Background: an optimization exercise with open tools, aiming at small area. Do not read the settings as production practice.
Function was checked by simulation only, so behaviour that the tests miss may differ from the original.
Power is estimated from default activity; no workload was simulated.

==> flow/design.v <==
package fabric_pkg;
  localparam int LUT_K   = 4;
  localparam int SEL_W   = 3;
  localparam int TRUTH_W = 2 ** LUT_K;
  localparam int TRUTH_LSB = 0;
  localparam int SEL_LSB   = 16;
  localparam int REG_BIT   = 28;
  localparam int REGION_FIELD_LSB = 8;
  localparam int REGION_FIELD_W   = 4;
  typedef logic [31:0] wb_addr_t;
  typedef logic [31:0] wb_data_t;
  typedef logic [3:0]  wb_sel_t;
  typedef logic [31:0]        cfg_word_t;
  typedef logic [TRUTH_W-1:0] truth_t;
  typedef logic [15:0]        push_count_t;
  typedef logic [REGION_FIELD_LSB-1:0] reg_offset_t;
  typedef logic [REGION_FIELD_W-1:0]   region_id_t;
  localparam reg_offset_t CTRL_OFFSET     = 8'h00;
  localparam reg_offset_t COL_OFFSET_BASE = 8'h04;
  typedef enum logic {
    REG_IDLE,
    REG_ACK
  } region_state_t;
endpackage
`timescale 1ns/1ps
module logic_cell #(
  parameter int WS = 4
) (
  input  logic                  wb_clk_i,
  input  logic                  arst_n_i,
  input  logic                  cen_i,
  input  logic                  cfg_shift_i,
  input  fabric_pkg::cfg_word_t cfg_i,
  input  logic [WS-1:0]         west_i,
  input  logic [WS-1:0]         fb_i,
  output fabric_pkg::cfg_word_t cfg_o,
  output logic                  q_o,
  output logic                  out_o
);
  fabric_pkg::cfg_word_t          cfg_q;
  fabric_pkg::truth_t             truth;
  logic [fabric_pkg::LUT_K-1:0]   lut_in;
  logic                           lut_out;
  logic                           ff_q;
  always_ff @(posedge wb_clk_i or negedge arst_n_i) begin
    if (!arst_n_i) begin
      cfg_q <= '0;
    end else if (cfg_shift_i) begin
      cfg_q <= cfg_i;
    end
  end
  assign truth = cfg_q[fabric_pkg::TRUTH_LSB +: fabric_pkg::TRUTH_W];
  for (genvar k = 0; k < fabric_pkg::LUT_K; k++) begin : g_sel
    logic [fabric_pkg::SEL_W-1:0] sel;
    assign sel = cfg_q[fabric_pkg::SEL_LSB + k * fabric_pkg::SEL_W +: fabric_pkg::SEL_W];
    assign lut_in[k] = sel[fabric_pkg::SEL_W-1] ? fb_i[sel[fabric_pkg::SEL_W-2:0]]
                                                 : west_i[sel[fabric_pkg::SEL_W-2:0]];
  end
  assign lut_out = truth[lut_in];
  always_ff @(posedge wb_clk_i or negedge arst_n_i) begin
    if (!arst_n_i) begin
      ff_q <= 1'b0;
    end else if (cen_i) begin
      ff_q <= lut_out;
    end
  end
  assign out_o = cfg_q[fabric_pkg::REG_BIT] ? ff_q : lut_out;
  assign q_o   = ff_q;
  assign cfg_o = cfg_q;
endmodule
`timescale 1ns/1ps
module clb_tile_unidir #(
  parameter int WS = 4
) (
  input  logic                  wb_clk_i,
  input  logic                  arst_n_i,
  input  logic                  cen_i,
  input  logic                  cfg_shift_i,
  input  fabric_pkg::cfg_word_t cfg_i,
  input  logic [WS-1:0]         west_i,
  output fabric_pkg::cfg_word_t cfg_o,
  output logic [WS-1:0]         east_o
);
  fabric_pkg::cfg_word_t cfg_chain [WS+1];
  logic [WS-1:0] q_bus;
  logic [WS-1:0] cell_out;
  assign cfg_chain[0] = cfg_i;
  for (genvar i = 0; i < WS; i++) begin : g_cell
    logic_cell #(
      .WS(WS)
    ) logic_cell_i (
      .wb_clk_i   (wb_clk_i),
      .arst_n_i   (arst_n_i),
      .cen_i      (cen_i),
      .cfg_shift_i(cfg_shift_i),
      .cfg_i      (cfg_chain[i]),
      .west_i     (west_i),
      .fb_i       (q_bus),
      .cfg_o      (cfg_chain[i+1]),
      .q_o        (q_bus[i]),
      .out_o      (cell_out[i])
    );
  end
  assign cfg_o = cfg_chain[WS];
  assign east_o = cell_out;
endmodule
`timescale 1ns/1ps
module fabric_config_region #(
  parameter int COLS_PER_REGION = 2,
  parameter int REGION_ID       = 0
) (
  input  logic                       wb_clk_i,
  input  logic                       arst_n_i,
  input  logic                       wbs_cyc_i,
  input  logic                       wbs_stb_i,
  input  logic                       wbs_we_i,
  input  fabric_pkg::wb_sel_t        wbs_sel_i,
  input  fabric_pkg::wb_addr_t       wbs_addr_i,
  input  fabric_pkg::wb_data_t       wbs_data_i,
  output logic                       wbs_ack_o,
  output fabric_pkg::wb_data_t       wbs_data_o,
  output fabric_pkg::cfg_word_t      cfg_o,
  output logic [COLS_PER_REGION-1:0] col_shift_o,
  output logic                       cen_o
);
  fabric_pkg::region_state_t  state_q;
  fabric_pkg::reg_offset_t    offset;
  fabric_pkg::push_count_t    push_count_q [COLS_PER_REGION];
  fabric_pkg::wb_data_t       rdata;
  fabric_pkg::wb_data_t       rdata_q;
  fabric_pkg::cfg_word_t      cfg_q;
  logic [COLS_PER_REGION-1:0] col_sel;
  logic [COLS_PER_REGION-1:0] shift_q;
  logic                       region_hit;
  logic                       accept;
  logic                       is_ctrl;
  logic                       full_word;
  logic                       cen_q;
  assign region_hit = wbs_cyc_i && wbs_stb_i &&
                      (wbs_addr_i[fabric_pkg::REGION_FIELD_LSB +: fabric_pkg::REGION_FIELD_W] ==
                       fabric_pkg::region_id_t'(REGION_ID));
  assign accept = region_hit && (state_q == fabric_pkg::REG_IDLE);
  assign offset    = wbs_addr_i[fabric_pkg::REGION_FIELD_LSB-1:0];
  assign is_ctrl   = (offset == fabric_pkg::CTRL_OFFSET);
  assign full_word = &wbs_sel_i;
  always_comb begin
    col_sel = '0;
    for (int c = 0; c < COLS_PER_REGION; c++) begin
      col_sel[c] = (offset == fabric_pkg::reg_offset_t'(fabric_pkg::COL_OFFSET_BASE + 4 * c));
    end
  end
  always_comb begin
    rdata = '0;
    if (is_ctrl) begin
      rdata[0] = cen_q;
    end
    for (int c = 0; c < COLS_PER_REGION; c++) begin
      if (col_sel[c]) begin
        rdata = fabric_pkg::wb_data_t'(push_count_q[c]);
      end
    end
  end
  always_ff @(posedge wb_clk_i or negedge arst_n_i) begin
    if (!arst_n_i) begin
      state_q <= fabric_pkg::REG_IDLE;
      shift_q <= '0;
      cen_q   <= 1'b0;
      for (int c = 0; c < COLS_PER_REGION; c++) begin
        push_count_q[c] <= '0;
      end
    end else begin
      shift_q <= '0;
      case (state_q)
        fabric_pkg::REG_IDLE: begin
          if (accept) begin
            state_q <= fabric_pkg::REG_ACK;
            if (wbs_we_i && is_ctrl && wbs_sel_i[0]) begin
              cen_q <= wbs_data_i[0];
            end
            if (wbs_we_i && full_word) begin
              shift_q <= col_sel;
              for (int c = 0; c < COLS_PER_REGION; c++) begin
                if (col_sel[c] && (push_count_q[c] != '1)) begin
                  push_count_q[c] <= push_count_q[c] + 1'b1;
                end
              end
            end
          end
        end
        fabric_pkg::REG_ACK: begin
          state_q <= fabric_pkg::REG_IDLE;
        end
        default: begin
          state_q <= fabric_pkg::REG_IDLE;
        end
      endcase
    end
  end
  always_ff @(posedge wb_clk_i) begin
    if (accept) begin
      rdata_q <= wbs_we_i ? '0 : rdata;
      if (wbs_we_i && full_word) begin
        cfg_q <= wbs_data_i;
      end
    end
  end
  assign wbs_ack_o   = (state_q == fabric_pkg::REG_ACK);
  assign wbs_data_o  = wbs_ack_o ? rdata_q : '0;
  assign cfg_o       = cfg_q;
  assign col_shift_o = shift_q;
  assign cen_o       = cen_q;
endmodule
`timescale 1ns/1ps
module fpga_unidir #(
  parameter int MX                 = 4,
  parameter int MY                 = 2,
  parameter int WS                 = 4,
  parameter int NUM_CONFIG_REGIONS = 2
) (
  input  logic                  wb_clk_i,
  input  logic                  arst_n_i,
  input  logic                  wbs_cyc_i,
  input  logic                  wbs_stb_i,
  input  logic                  wbs_we_i,
  input  fabric_pkg::wb_sel_t   wbs_sel_i,
  input  fabric_pkg::wb_addr_t  wbs_addr_i,
  input  fabric_pkg::wb_data_t  wbs_data_i,
  output logic                  wbs_ack_o,
  output fabric_pkg::wb_data_t  wbs_data_o,
  input  logic [MY*WS-1:0]      fabric_in_i,
  output logic [MY*WS-1:0]      fabric_out_o
);
  localparam int COLS_PER_REGION = MX / NUM_CONFIG_REGIONS;
  logic [WS-1:0]         west_w [MY][MX+1];
  fabric_pkg::cfg_word_t cfg_w [MY+1][MX];
  logic [MX-1:0]         col_shift;
  logic [MX-1:0]         col_cen;
  fabric_pkg::cfg_word_t      region_cfg   [NUM_CONFIG_REGIONS];
  logic [COLS_PER_REGION-1:0] region_shift [NUM_CONFIG_REGIONS];
  fabric_pkg::wb_data_t       region_data  [NUM_CONFIG_REGIONS];
  logic [NUM_CONFIG_REGIONS-1:0] region_cen;
  logic [NUM_CONFIG_REGIONS-1:0] region_ack;
  for (genvar y = 0; y < MY; y++) begin : g_row
    assign west_w[y][0]              = fabric_in_i[y*WS +: WS];
    assign fabric_out_o[y*WS +: WS]  = west_w[y][MX];
    for (genvar x = 0; x < MX; x++) begin : g_col
      clb_tile_unidir #(
        .WS(WS)
      ) clb_tile_unidir_i (
        .wb_clk_i   (wb_clk_i),
        .arst_n_i   (arst_n_i),
        .cen_i      (col_cen[x]),
        .cfg_shift_i(col_shift[x]),
        .cfg_i      (cfg_w[y][x]),
        .west_i     (west_w[y][x]),
        .cfg_o      (cfg_w[y+1][x]),
        .east_o     (west_w[y][x+1])
      );
    end
  end
  for (genvar r = 0; r < NUM_CONFIG_REGIONS; r++) begin : g_region
    fabric_config_region #(
      .COLS_PER_REGION(COLS_PER_REGION),
      .REGION_ID      (r)
    ) fabric_config_region_i (
      .wb_clk_i   (wb_clk_i),
      .arst_n_i   (arst_n_i),
      .wbs_cyc_i  (wbs_cyc_i),
      .wbs_stb_i  (wbs_stb_i),
      .wbs_we_i   (wbs_we_i),
      .wbs_sel_i  (wbs_sel_i),
      .wbs_addr_i (wbs_addr_i),
      .wbs_data_i (wbs_data_i),
      .wbs_ack_o  (region_ack[r]),
      .wbs_data_o (region_data[r]),
      .cfg_o      (region_cfg[r]),
      .col_shift_o(region_shift[r]),
      .cen_o      (region_cen[r])
    );
    for (genvar c = 0; c < COLS_PER_REGION; c++) begin : g_fan
      assign cfg_w[0][r*COLS_PER_REGION + c] = region_cfg[r];
      assign col_shift[r*COLS_PER_REGION + c] = region_shift[r][c];
      assign col_cen[r*COLS_PER_REGION + c]   = region_cen[r];
    end
  end
  always_comb begin
    wbs_data_o = '0;
    for (int r = 0; r < NUM_CONFIG_REGIONS; r++) begin
      wbs_data_o = wbs_data_o | region_data[r];
    end
  end
  assign wbs_ack_o = |region_ack;
endmodule
==> flow/run.sh <==
#!/bin/bash
# synth_recipe.tcl (not shown) runs the flow's synth.tcl, then flattens the netlist and writes it again
# the make line also repeats each setting of config.mk as NAME=value (left out here)
make -C /OpenROAD-flow-scripts/flow DESIGN_CONFIG=/design/flow/config.mk WORK_HOME=/design/flow/orfs CLKGATE_MAP_FILE= SYNTH_SCRIPT=/design/flow/synth_recipe.tcl finish
==> flow/config.mk <==
export PLATFORM = sky130hd
export DESIGN_NAME = fpga_unidir
export DESIGN_NICKNAME = fpga_unidir
export VERILOG_FILES = /design/flow/design.v
export SDC_FILE = /design/flow/constraint.sdc
export NUM_CORES = 4
export LEC_CHECK = 0
export CAP_MARGIN = 20
export CORE_MARGIN = 2
export CORE_UTILIZATION = 40
export SETUP_SLACK_MARGIN = 0.3
export SLEW_MARGIN = 20
==> flow/constraint.sdc <==
create_clock -name core_clock -period 16.0 [get_ports {wb_clk_i}]
set_input_delay 3.2000 -clock core_clock [delete_from_list [all_inputs] [get_ports {wb_clk_i}]]
set_output_delay 3.2000 -clock core_clock [all_outputs]
set_load 0.01 [all_outputs]
==> qor.txt <==
Post-synth design cell area -> 58400 um2
CTS tree -> yes
Required arrival time at the worst endpoint -> 12.80 ns
Sequential area share after synthesis -> 48.8%
Final hold vios -> 0
Slew at the pin closest to its max-slew limit -> 1.19 ns
Post-synthesis average cell area -> 12.1 um2
Residual antenna-violating net count after detailed routing -> 0
Minimum clock period after layout -> 15.31 ns
Root Driver -> clkbuf_16
Final global-route overflow total -> 0
Leading post-synthesis cells by instance count -> dfrtp_1 (1032), mux2_2 (900), nand2_1 (359)
Die Outline Area -> 149000 um2
Ant diodes -> 0
Synth-to-layout area growth -> 12.1%
Post-CTS Setup Repair Bufs -> 0
Worst Skew -> 0.0493 ns
First-pass GRT wire length -> 237 mm
Main synth FF type -> dfrtp_1
Routed wire length -> 149 mm
Worst-case clock buffer depth -> 3
Flip-flop and latch count after synthesis -> 1122
Via count of the first global-routing pass -> 39299
Number of antenna violations at the first check in global routing -> 0
Pre-antenna DRT Iters -> 5
Leakage -> 28.6 nW
Final-report max-slew violation count -> 0
Top-level port count -> 122
Cell with the most instances on the worst path -> mux4_2
Critical Path Source Type -> primary input
IR drop worst, VDD -> 87.8 uV
DP HPWL -> 104 mm
Initial core utilization -> 40.2%
Number of design-rule violations left by the first detailed-router iteration -> 3024
Die width -> 386 um
Final Worst Setup Slack -> 0.691 ns
Share of flip-flops with an asynchronous set or reset -> 92.0%
Areal power density over the cells -> 93.9 nW/um2
Max-cap violation count -> 0
Accumulated negative setup slack -> 0 ns
Power, Total -> 6.15 mW
Most frequent cell after synthesis -> dfrtp_1
Port Buf Inserts -> 82
Cell row count -> 140
Pin count of the biggest net entering global routing -> 198
Setup violations, final -> 0
Final cycle utilization of the critical path -> 95.7%
Distinct cell type count after synthesis -> 124
Delay of the slowest cell on the worst path -> 0.60 ns
Leading post-synthesis cells by cell area -> dfrtp_1 (44%), mux2_2 (17%), mux4_2 (6.2%), mux2i_1 (4.7%), edfxtp_1 (4.6%)
Run status -> no timing/DRC/antenna violations
Nets -> 4906
Overall die height -> 386 um
Max Fanout on Critical Path -> 16
Hold slack -> 0.478 ns
Unrepaired setup endpoints after global routing -> false
Overall via count from detail_route -> 39556
Cell count after synthesis -> 4819
Post-synth top area cell -> dfrtp_1
Standard cell core area -> 145000 um2
Kind of critical path -> in2out
Overall Global Routing Usage -> 20.1%
Final weighted congestion in routability-driven placement -> 0.854
Vias per inst -> 5.78
CTS H-tree depth -> 3
Clock latency at the later pin of the worst-skew pair -> 0.76 ns
Share of the synthesized area in the top cell type -> 44.2%
Remaining routing DRC violations -> 0
Ys Warns -> 16
Max Clk Rate -> 65.3 MHz
Post-cts hold buffer count -> 0
Number of buffer and inverter stages on the critical path -> 4
Relative slew slack -> 20.4%
Number of clock buffers inserted by TritonCTS -> 118
Slowest cell on the critical path -> mux4_2
Critical path endpoint category -> output port
Worst-path clk slew -> 0.06 ns
Share of final-layout standard cells stronger than drive strength 1 -> 29.9%
Family with the most delay on the worst path -> multiplexers
Worst setup slack before clock tree synthesis -> 0.341 ns
Average wire length per cell after detail routing -> 21.8 um
Arrival time at the worst endpoint -> 12.11 ns
Core utilization of the finished layout -> 45.1%
# clock sinks -> 1122
Type of the most critical hold path -> reg2reg
Number of synthesized flops with an enable pin -> 90
-- cell usage in the layout (no fill, tap or decap), types with 54 or more instances in the layout --
cell type,netlist,routed
dfrtp_1,1032,1028
mux2_2,900,900
nand2_1,359,359
mux2i_1,275,274
nor2_1,216,215
o21ai_0,207,206
inv_1,169,169
mux4_2,160,160
clkbuf_16,0,120
buf_4,29,112
a21oi_1,105,105
edfxtp_1,90,90
clkdlybuf4s50_1,0,73
nand3_1,73,72
a22oi_1,56,54
-- final cells by class --
type	count	area, um2
repair buffers	201	1810
flip-flops and latches	1122	28500
clock inverters	65	831
well taps	1917	2400
multi-input cells	3209	28000
fillers	13257	79900
clock buffers	158	3340
inverters	169	634
-- power breakdown --
| group | switching [mW] | leakage, nW | internal (mW) |
|---|---|---|---|
| logic | 0.214 | 11.4 | 0.131 |
| clock network | 1.19 | 2.06 | 1.72 |
| registers | 0.0203 | 15.2 | 2.87 |
-- per-layer routing --
| layer | routed length [um] | track usage (%) | vias to the layer above |
|---|---|---|---|
| li1 | - | - | 17964 |
| met1 | 70200 | 29.7 | 20367 |
| met2 | 68600 | 31.3 | 1040 |
| met3 | 7050 | 2.32 | 185 |
| met4 | 3290 | 5.56 | 0 |
| met5 | 0 | 0 | - |
-- state kept, by name (all words and copies together), names as in the netlist --
| name | flops |
|---|---|
| g_region.fabric_config_region_i.cfg_q | 58 |
| g_region.fabric_config_region_i.shift_q | 4 |
| g_region.fabric_config_region_i.push_count_q | 64 |
| g_region.fabric_config_region_i.cen_q | 2 |
| g_region.fabric_config_region_i.rdata_q | 32 |
| g_region.fabric_config_region_i.state_q | 2 |
| g_row.g_col.clb_tile_unidir_i.g_cell.logic_cell_i.ff_q | 32 |
| g_row.g_col.clb_tile_unidir_i.g_cell.logic_cell_i.cfg_q | 928 |
-- per-stage QoR --
stage                     instances  instance area, um2
final                          6841               65500
after global routing           6841               65500
after CTS                      6841               65400
after detailed placement       6618               61300
after global placement         6618               61300
after floorplan                4834               58500
-- repair_timing --
item,in CTS,in global routing
pin swaps,0,0
resized for setup,1,19
endpoints found under the setup margin,1,8
-- kinds of logic after synthesis --
family | share of synthesized area (%)
other | 0.00642
flip-flops | 48.8
AND/OR/NAND/NOR | 7.42
multiplexers | 28.6
buffers and inverters | 3.61
AO/OA/AOI/OAI | 10.5
XOR/XNOR | 0.899
adder cells (fa/ha/maj) | 0.0856
-- final timing paths --
kind / startpoint / to / slack (ns) / depth (start not counted)
min reg2reg: flip-flop / flip-flop / 0.48 / 2
max in group asynchronous: arst_n_i / asynchronous set/reset pin / 10.43 / 4
max reg2reg: flip-flop / flip-flop / 7.40 / 25
min in group asynchronous: arst_n_i / asynchronous set/reset pin / 2.54 / 1
min: flip-flop / flip-flop / 0.48 / 2
max: fabric_in_i[2] / fabric_out_o[2] / 0.69 / 27
-- worst min-delay path, stage by stage, from the launching register on --
cell and delay [ns]:
dfrtp_1 0.34, nand2_1 0.05, o21ai_0 0.06

separate check: timing with driven ports:
The flow's constraints put no driver on any port. The routed layout listed below was extracted and timed again, unchanged, in two steps. Step 1: set_driving_cell puts a clkbuf_16 on wb_clk_i and a buf_2 on each other input, an assumption about the parent block. Step 2 also shifts input and output timing later by t, the mid clock arrival at the registers, as if the neighbouring blocks saw the same clock. Slacks: ideal / step 1 / step 2; pairs: ideal / step 1.
t, ns: 0.798
setup slack, ns: 0.691 / 0.670 / 0.670
hold WS [ns]: 0.478 / 0.478 / 0.478
pins driven straight from the clock port: 1
After both steps setup and hold are still met in this run. The setup slack of this run moves by -0.021 ns with the drivers and by -0.021 ns with both steps.
